This is an optimization exercise on Yosys and OpenROAD, whose aim is small area and a short achievable clock period, not a production implementation. Only simulation tests tie the RTL to the original design; equivalence was not proved. No activity file was given, so power comes from the tool's default toggle rates.

===== flow/design.v =====
package mipsPkg;
	localparam int dataWidth = 32;
	localparam int regAddrWidth = 5;	 
	localparam int memDepth = 64;		 
	localparam int memAddrWidth = 6;	 
	localparam int pcWidth = 8;		 
	localparam logic [5:0] opRtype = 6'h00;
	localparam logic [5:0] opJ = 6'h02;
	localparam logic [5:0] opBeq = 6'h04;
	localparam logic [5:0] opAddi = 6'h08;
	localparam logic [5:0] opAndi = 6'h0c;
	localparam logic [5:0] opLw = 6'h23;
	localparam logic [5:0] opSw = 6'h2b;
	localparam logic [5:0] fnAdd = 6'h20;
	localparam logic [5:0] fnSub = 6'h22;
	localparam logic [5:0] fnAnd = 6'h24;
	localparam logic [5:0] fnOr = 6'h25;
	localparam logic [5:0] fnSlt = 6'h2a;
	localparam int codeWidth = 28;
	localparam int kLw = 18;
	localparam int kSw = 19;
	localparam int kBeq = 20;
	localparam int kJ = 21;
	localparam int kAdd = 22;
	localparam int kSub = 23;
	localparam int kAnd = 24;
	localparam int kOr = 25;
	localparam int kSlt = 26;
	localparam int kImm = 27;
	typedef struct packed {
		logic regWrite;
		logic regDst;		 
		logic memToReg;		 
		logic memWrite;		 
		logic branch;		 
		logic jump;
		logic aluSrc;		 
		logic opAdd;		 
		logic opSub;
		logic opAnd;
		logic opOr;
		logic opSlt;
	} ctrlT;
endpackage
`timescale 1ns/1ns
module encoder (
	input logic [31:0] word,
	output logic [mipsPkg::codeWidth-1:0] code
);
	logic [5:0] op, fn;
	logic [8:0] kind;		 
	logic [7:0] payload;
	assign op = word[31:26];
	assign fn = word[5:0];
	always_comb begin
		kind = '0;
		payload = word[7:0];
		case (op)
			mipsPkg::opRtype: begin
				payload = {3'b000, word[15:11]};	 
				case (fn)
					mipsPkg::fnAdd: kind[mipsPkg::kAdd-18] = 1'b1;
					mipsPkg::fnSub: kind[mipsPkg::kSub-18] = 1'b1;
					mipsPkg::fnAnd: kind[mipsPkg::kAnd-18] = 1'b1;
					mipsPkg::fnOr: kind[mipsPkg::kOr-18] = 1'b1;
					mipsPkg::fnSlt: kind[mipsPkg::kSlt-18] = 1'b1;
					default: ;
				endcase
			end
			mipsPkg::opLw: kind[mipsPkg::kLw-18] = 1'b1;
			mipsPkg::opSw: kind[mipsPkg::kSw-18] = 1'b1;
			mipsPkg::opBeq: kind[mipsPkg::kBeq-18] = 1'b1;
			mipsPkg::opJ: kind[mipsPkg::kJ-18] = 1'b1;
			default: ;
		endcase
		if (op == mipsPkg::opAddi || op == mipsPkg::opAndi)
			code = {1'b1, op == mipsPkg::opAndi, word[15:0], word[20:16], word[25:21]};
		else
			code = {1'b0, kind, payload, word[20:16], word[25:21]};
	end
endmodule
module decoder (
	input logic [mipsPkg::codeWidth-1:0] code,
	output mipsPkg::ctrlT ctrl
);
	logic imm;
	logic rType;
	assign imm = code[mipsPkg::kImm];
	assign rType = ~imm & (code[mipsPkg::kAdd] | code[mipsPkg::kSub] | code[mipsPkg::kAnd]
		| code[mipsPkg::kOr] | code[mipsPkg::kSlt]);
	always_comb begin
		ctrl.regDst = rType;
		ctrl.memToReg = ~imm & code[mipsPkg::kLw];
		ctrl.memWrite = ~imm & code[mipsPkg::kSw];
		ctrl.branch = ~imm & code[mipsPkg::kBeq];
		ctrl.jump = ~imm & code[mipsPkg::kJ];
		ctrl.regWrite = imm | rType | ctrl.memToReg;
		ctrl.aluSrc = imm;
		ctrl.opSub = ~imm & code[mipsPkg::kSub];
		ctrl.opAdd = (imm & ~code[26]) | (~imm & (code[mipsPkg::kAdd] | code[mipsPkg::kSub]));
		ctrl.opAnd = (imm & code[26]) | (~imm & code[mipsPkg::kAnd]);
		ctrl.opOr = ~imm & code[mipsPkg::kOr];
		ctrl.opSlt = ~imm & code[mipsPkg::kSlt];
	end
endmodule
`timescale 1ns/1ns
module alu (
	input logic [31:0] a,
	input logic [31:0] b,
	input mipsPkg::ctrlT ctrl,
	output logic [31:0] result
);
	logic [31:0] sum;
	logic lessThan;
	assign sum = a + (b ^ {32{ctrl.opSub}}) + {31'b0, ctrl.opSub};
	assign lessThan = $signed(a) < $signed(b);
	assign result = ({32{ctrl.opAdd}} & sum)
		| ({32{ctrl.opAnd}} & (a & b))
		| ({32{ctrl.opOr}} & (a | b))
		| {31'b0, ctrl.opSlt & lessThan};
endmodule
`timescale 1ns/1ns
module regFile (
	input logic clk,
	input logic reset,
	input logic [4:0] readAddr1,
	input logic [4:0] readAddr2,
	input logic [4:0] writeAddr,
	input logic writeEn,
	input logic [31:0] writeData,
	output logic [31:0] readData1,
	output logic [31:0] readData2
);
	logic [31:1][31:0] regs;
	logic [31:1] valid;
	logic [31:1] wr;
	logic [31:1] keep;
	always_comb
		for (int i = 1; i < 32; i++) begin
			wr[i] = writeEn && writeAddr == 5'(i);
			keep[i] = ~wr[i] & valid[i];
		end
	always_ff @(posedge clk or posedge reset) begin
		if (reset)
			valid <= '0;
		else
			valid <= valid | wr;
	end
	always_ff @(posedge clk) begin
		for (int i = 1; i < 32; i++)
			regs[i] <= ({32{wr[i]}} & writeData) | ({32{keep[i]}} & regs[i]);
	end
	always_comb begin
		readData1 = '0;
		readData2 = '0;
		for (int i = 1; i < 32; i++) begin
			readData1 |= {32{readAddr1 == 5'(i) && valid[i]}} & regs[i];
			readData2 |= {32{readAddr2 == 5'(i) && valid[i]}} & regs[i];
		end
	end
endmodule
`timescale 1ns/1ns
module imemArray (
	input logic clk,
	input logic [5:0] writeAddr,
	input logic writeEn,
	input logic [mipsPkg::codeWidth-1:0] writeData,
	input logic [63:0] readSel,		 
	output logic [mipsPkg::codeWidth-1:0] readData,
	output logic [mipsPkg::codeWidth-1:0] word0
);
	logic [63:0][mipsPkg::codeWidth-1:0] mem;
	always_ff @(posedge clk) begin
		for (int i = 0; i < 64; i++)
			if (writeEn && writeAddr == 6'(i))
				mem[i] <= writeData;
	end
	always_comb begin
		readData = '0;
		for (int i = 0; i < 64; i++)
			readData |= {mipsPkg::codeWidth{readSel[i]}} & mem[i];
	end
	assign word0 = mem[0];
endmodule
module wordMem (
	input logic clk,
	input logic reset,
	input logic [5:0] readAddr,
	input logic [5:0] writeAddr,
	input logic writeEn,
	input logic [31:0] writeData,
	output logic [31:0] readData
);
	logic [63:0][31:0] mem;
	logic [63:0] valid;
	logic [63:0] wr;
	logic [63:0] keep;
	always_comb
		for (int i = 0; i < 64; i++) begin
			wr[i] = writeEn && writeAddr == 6'(i);
			keep[i] = ~wr[i] & valid[i];
		end
	always_ff @(posedge clk or posedge reset) begin
		if (reset)
			valid <= '0;
		else
			valid <= valid | wr;
	end
	always_ff @(posedge clk) begin
		for (int i = 0; i < 64; i++)
			mem[i] <= ({32{wr[i]}} & writeData) | ({32{keep[i]}} & mem[i]);
	end
	always_comb begin
		readData = '0;
		for (int i = 0; i < 64; i++)
			readData |= {32{readAddr == 6'(i) && valid[i]}} & mem[i];
	end
endmodule
`timescale 1ns/1ns
module singleCycle (
	input logic clk,
	input logic reset,
	input logic run,		 
	input logic [mipsPkg::regAddrWidth-1:0] regSelect,
	input logic loadEn,
	input logic [mipsPkg::memAddrWidth-1:0] loadAddr,
	input logic [mipsPkg::dataWidth-1:0] loadData,
	output logic [mipsPkg::dataWidth-1:0] regView,
	output logic [mipsPkg::pcWidth-1:0] pc
);
	localparam int cw = mipsPkg::codeWidth;
	logic [cw-1:0] ir, instr, loadCode, word0, fetchData;
	logic irStale;
	logic [63:0] fetchSel;
	mipsPkg::ctrlT ctrl;
	logic pendValid, pendLoad;
	logic [4:0] pendDest;
	logic [5:0] pendMemAddr;
	logic [31:0] pendData, pendValue;
	logic [4:0] rs, rt, rd;
	logic [15:0] imm;
	logic [4:0] readAddr1;
	logic [4:0] writeAddr;
	logic [31:0] rfData1, rfData2, op1, op2;
	logic [31:0] aluB, aluResult;
	logic [31:0] memReadData;
	logic [7:0] memAddr;
	logic [7:0] pcPlus4, branchTarget, jumpTarget, target, nextPc;
	logic equal, takeTarget, loadHit;
	encoder encoder_inst (.word(loadData), .code(loadCode));
	assign instr = irStale ? word0 : ir;
	imemArray instrMem (
		.clk(clk),
		.writeAddr(loadAddr),
		.writeEn(loadEn & ~run),
		.writeData(loadCode),
		.readSel(fetchSel),
		.readData(fetchData),
		.word0(word0)
	);
	decoder decoder_inst (.code(instr), .ctrl(ctrl));
	assign rs = instr[4:0];
	assign rt = instr[9:5];
	assign rd = instr[14:10];
	assign imm = instr[25:10];
	assign readAddr1 = run ? rs : regSelect;
	assign writeAddr = ctrl.regDst ? rd : rt;
	regFile regFile_inst (
		.clk(clk),
		.reset(reset),
		.readAddr1(readAddr1),
		.readAddr2(rt),
		.writeAddr(pendDest),
		.writeEn(pendValid),
		.writeData(pendValue),
		.readData1(rfData1),
		.readData2(rfData2)
	);
	assign pendValue = pendLoad ? memReadData : pendData;
	assign op1 = (pendValid && pendDest == readAddr1) ? pendValue : rfData1;
	assign op2 = (pendValid && pendDest == rt) ? pendValue : rfData2;
	assign regView = op1;
	assign aluB = ctrl.aluSrc ? {{16{imm[15]}}, imm} : op2;
	alu alu_inst (
		.a(op1),
		.b(aluB),
		.ctrl(ctrl),
		.result(aluResult)
	);
	assign memAddr = op1[7:0] + imm[7:0];
	wordMem dataMem (
		.clk(clk),
		.reset(reset),
		.readAddr(pendMemAddr),
		.writeAddr(memAddr[7:2]),
		.writeEn(ctrl.memWrite & run),
		.writeData(op2),
		.readData(memReadData)
	);
	always_ff @(posedge clk or posedge reset) begin
		if (reset)
			pendValid <= 1'b0;
		else
			pendValid <= run & ctrl.regWrite & (writeAddr != 5'd0);
	end
	always_ff @(posedge clk) begin
		if (run) begin
			pendDest <= writeAddr;
			pendLoad <= ctrl.memToReg;
			pendData <= aluResult;
			pendMemAddr <= memAddr[7:2];
		end
	end
	assign equal = op1 == op2;
	assign pcPlus4 = pc + 8'd4;
	assign branchTarget = pcPlus4 + {imm[5:0], 2'b00};
	assign jumpTarget = {imm[5:0], 2'b00};
	assign target = ctrl.jump ? jumpTarget : branchTarget;
	assign takeTarget = ctrl.jump | (ctrl.branch & equal);
	assign nextPc = takeTarget ? target : pcPlus4;
	always_comb
		for (int i = 0; i < 64; i++)
			fetchSel[i] = takeTarget ? (target[7:2] == 6'(i)) : (pcPlus4[7:2] == 6'(i));
	assign loadHit = loadEn && loadAddr == pc[7:2];
	always_ff @(posedge clk or posedge reset) begin
		if (reset)
			pc <= '0;
		else if (run)
			pc <= nextPc;
	end
	always_ff @(posedge clk or posedge reset) begin
		if (reset)
			irStale <= 1'b1;
		else
			irStale <= 1'b0;
	end
	always_ff @(posedge clk) begin
		if (run)
			ir <= fetchData;
		else if (loadHit)
			ir <= loadCode;
		else
			ir <= instr;
	end
endmodule

===== flow/run.sh =====
#!/bin/bash
# synth_recipe.tcl (not shown) runs the flow's synth.tcl, then flattens the netlist and writes it again
# the make line also repeats each setting of config.mk as NAME=value (left out here)
make -C /OpenROAD-flow-scripts/flow DESIGN_CONFIG=/design/flow/config.mk WORK_HOME=/design/flow/orfs CLKGATE_MAP_FILE= SYNTH_SCRIPT=/design/flow/synth_recipe.tcl finish

===== flow/config.mk =====
export PLATFORM = sky130hd
export DESIGN_NAME = singleCycle
export DESIGN_NICKNAME = singleCycle
export VERILOG_FILES = /design/flow/design.v
export SDC_FILE = /design/flow/constraint.sdc
export NUM_CORES = 4
export LEC_CHECK = 0
export CAP_MARGIN = 20
export CELL_PAD_IN_SITES_DETAIL_PLACEMENT = 1
export CELL_PAD_IN_SITES_GLOBAL_PLACEMENT = 2
export CORE_MARGIN = 2
export CORE_UTILIZATION = 30
export PLACE_DENSITY = 0.5
export SETUP_SLACK_MARGIN = 5
export SLEW_MARGIN = 20
export TNS_END_PERCENT = 5

===== flow/constraint.sdc =====
create_clock -name core_clock -period 13.0 [get_ports {clk}]
set_input_delay 2.6000 -clock core_clock [delete_from_list [all_inputs] [get_ports {clk}]]
set_output_delay 2.6000 -clock core_clock [all_outputs]
set_load 0.01 [all_outputs]

==> impl_metrics.json <==
{
  "status": "finished clean",
  "synth_top_cell_by_area": "dfxtp_1",
  "max_freq_ghz": 0.113,
  "reg2reg_depth": 32,
  "ys_top_cells_by_area": "dfxtp_1, edfxtp_1, nand3_1",
  "initialDrtViolationCount": 37100,
  "route.vias.total": 224000,
  "path_max_fanout": 9,
  "numCtsBuffers": 618,
  "grt_overflow": 0,
  "place_congestion": 0.990,
  "hpwl_um": 1130000,
  "drive_gt1_frac": 0.194,
  "ant_nets": 0,
  "yosys_register_bits": 5007,
  "final_cell_mix": "dfxtp_1, nand3_1, o21ai_0, nand2_1, edfxtp_1",
  "synth_top_cell_area_share": 0.284,
  "antenna_found_initial": 293,
  "crit_type": "primary input to output port",
  "seqCellArea_um2": 119000,
  "drv_cap": 0,
  "grt_pass1_wl_um": 2250000,
  "grt_usage": 0.473,
  "clkTransAtPathRegs_ns": 0.06,
  "crit_path_start_kind": "primary input",
  "p_total_mw": 57.1,
  "tightest_slew_ns": 1.29,
  "leakage_nw": 93.5,
  "hp-start": "dataMem.mem[1783]",
  "rsz0062_at_grt": "true",
  "finish.utilization": 0.381,
  "fillers": 78100,
  "die_w_um": 853,
  "core-area_um2": 718000,
  "grt_pass1_vias": 204000,
  "start_util": 0.301,
  "maxSlewViolCount": 0,
  "first_pass_iters": 8,
  "die-area_um2": 728000,
  "rows": 311,
  "wl_per_cell_um": 54.6,
  "worstPathArrival_ns": 6.24,
  "regToRegSetupSlack_ns": 4.21,
  "synth_top_flop_cell": "dfxtp_1",
  "ioPinCount": 87,
  "synth_cell_type_count": 114,
  "setup_viol": 0,
  "numPortBuffers": 84,
  "synth_edf_count": 1836,
  "synth_cells": 22000,
  "synth_area_um2": 216000,
  "final_common_cell": "dfxtp_1",
  "required_ns": 10.40,
  "root_buffer": "clkbuf_16",
  "power_density_nw_per_um2": 209,
  "ys_async_sr_fraction": 0.0206,
  "r2r_start": "pendMemAddr[1]",
  "yosys_warnings": 6,
  "numClockSinks": 5007,
  "clock_path_buffers": 4,
  "syn_area_per_cell_um2": 9.83,
  "multiInputGateArea_um2": 94800,
  "dieHeight_um": 853,
  "hold_class": "flop to flop",
  "timing_hold_violations_final": 0,
  "worst_hold_path.endpoint": "dataMem.mem[1783]",
  "post-route-drc-count": 0,
  "endpoint_kind": "output port",
  "yosysSeqAreaShare": 0.551,
  "holdPathStages": 2,
  "htreeDepth": 6,
  "cts_tree": "built",
  "vias_per_cell": 6.79,
  "period_minus_slack_ns": 8.84,
  "finalClockSkew_ns": 0.0683,
  "vdd_drop_max_uv": 241,
  "grt_max_degree": 73,
  "whs_ns": 0.471,
  "clk_latency_ns": 1.18,
  "area_delta_synth_final_pct": 26.5,
  "timing.rr.end": "ir[22]",
  "totalWireLength_um": 1800000,
  "fin_nets": 22900,
  "relSlewSlack": 0.142,
  "timing.final.crit_share": 0.680
}
-- metrics by stage --
| step | area (um2) | setup slack, ns | std cells | setup TNS, ns |
|---|---|---|---|---|
| after floorplan | 217000 | 4.94 | 22000 | 0 |
| after CTS | 269000 | 4.33 | 32600 | 0 |
| final | 274000 | 4.16 | 33000 | 0 |
| after detailed placement | 236000 | 0.209 | 30800 | 0 |
| after global placement | 236000 | -0.176 | 30800 | -0.176 |
| after global routing | 273000 | 4.39 | 32800 | 0 |
-- Yosys cell counts, types with 38 or more instances --
cell       instances
a211oi_1          44
o32ai_1           70
nor2_1           494
a22oi_1          546
a31oi_1           38
a2111oi_0        217
o2bb2ai_1         74
or3_1            193
buf_1            235
or2_2             60
clkbuf_1        1704
nor3_1           316
a21o_1            39
o221ai_1         299
a222oi_1          72
o21ai_0         2229
inv_1            883
nor4_1           218
a22o_1           157
a21oi_1          191
dfxtp_1         3068
and4b_1           42
or4_1             58
nor4bb_1          38
edfxtp_1        1836
and2_1            58
nand3_1         2324
mux2i_1         1038
nand2b_1          84
a221oi_1         145
dfrtp_1          102
o22ai_1          813
nand2_1         2170
o2111ai_1        172
and4_1            84
nand4_1          549
o22a_1            44
ha_1             136
xnor2_1           44
and3_1           300
buf_2            263
-- layout make-up --
| cell class | count | share of cell area |
|---|---|---|
| repair buffers | 2324 | 0.0865 |
| clock buffers | 903 | 0.0657 |
| diodes | 230 | 0.00210 |
| inverters | 886 | 0.0123 |
| well taps | 9546 | 0.0437 |
| flip-flops and latches | 5007 | 0.436 |
| clock inverters | 200 | 0.00700 |
| multi-input cells | 13900 | 0.347 |
-- where the power goes --
| part | switching, mW | total (mW) | leakage (nW) | internal, mW |
|---|---|---|---|---|
| combinational | 15.6 | 21.2 | 42.6 | 5.59 |
| sequential | 1.51 | 18.2 | 41.2 | 16.7 |
| clock | 7.66 | 17.7 | 9.72 | 10.1 |
-- logic make-up after synthesis --
kind of cell               share of synthesized area
adders and majority gates                    0.00805
other                                      0.0000173
and+or+nand+nor                                0.165
muxes                                         0.0495
xor gates and xnor gates                     0.00275
DFF                                            0.551
AOI/OAI and AO/OA                              0.167
buffers and inverters                         0.0560
-- routing by layer --
metal,wire (um),global-route usage
met3,198000,0.138
met5,646,0
met2,752000,0.692
met4,168000,0.365
met1,684000,0.586
-- critical path: stages --
cell,delay [ns]
clkbuf_16,0.18
nor2_4,0.20
buf_12,0.14
a21oi_4,0.08
buf_6,0.20
nor3_4,0.34
buf_12,0.19
and3_4,0.28
buf_12,0.17
buf_12,0.22
a2111oi_0,0.13
and4_2,0.34
a31oi_4,0.42
clkdlybuf4s15_2,0.53
-- worst max-delay path by stage --
stage                  from      endpoint  slack [ns]  cells past startpoint
2_1_floorplan           run  pendData[30]        4.94                     32
3_5_place_dp   regSelect[2]        ir[25]        0.21                     25
5_1_grt                 run   regView[30]        4.39                     14
6_report                run    regView[5]        4.16                     14
3_3_place_gp   regSelect[2]         ir[7]       -0.18                     26
4_1_cts                 run    regView[9]        4.33                     12
-- flip-flops by register name, summed over array words and instances (netlist names), 5 cells and up --
| name | flops |
|---|---|
| dataMem.mem | 2048 |
| dataMem.valid | 64 |
| instrMem.mem | 1792 |
| ir | 28 |
| pc | 6 |
| pendData | 32 |
| pendDest | 5 |
| pendMemAddr | 6 |
| regFile_inst.regs | 992 |
| regFile_inst.valid | 31 |
-- repair_timing --
action | 4_1_cts | 5_1_grt
gates cloned | 58 | 13
endpoints found under the setup margin | 2208 | 1916
pin swaps | 257 | 174
hold buffers | 0 | 0
gates resized for setup | 1387 | 399
setup buffers | 591 | 217

static timing again, ports no longer ideal:
Ports are ideal in the flow. The routed layout listed here was re-timed in OpenROAD. Step 1: set_driving_cell puts a clkbuf_16 on clk and a buf_2 on each other input, an assumption about the parent block. Step 2 times the ports against the registers' clock, not the clock port: input delays grow and output delays shrink by t, the midpoint of the rising clock arrivals with the driver on. Slacks: no drivers / after step 1 / after step 2; pairs: no drivers / after step 1.
t (ns): 1.324
setup WS [ns]: 4.156 / 3.434 / 2.263
worst hold slack (ns): 0.471 / 0.471 / 0.471
clock arrival spread, ns: 0.085 / 0.086
cell pins on the clock port's net: 1
After both steps this run still meets setup and hold. For this run, drivers alone change the setup slack by -0.722 ns; drivers and shift together by -1.893 ns.
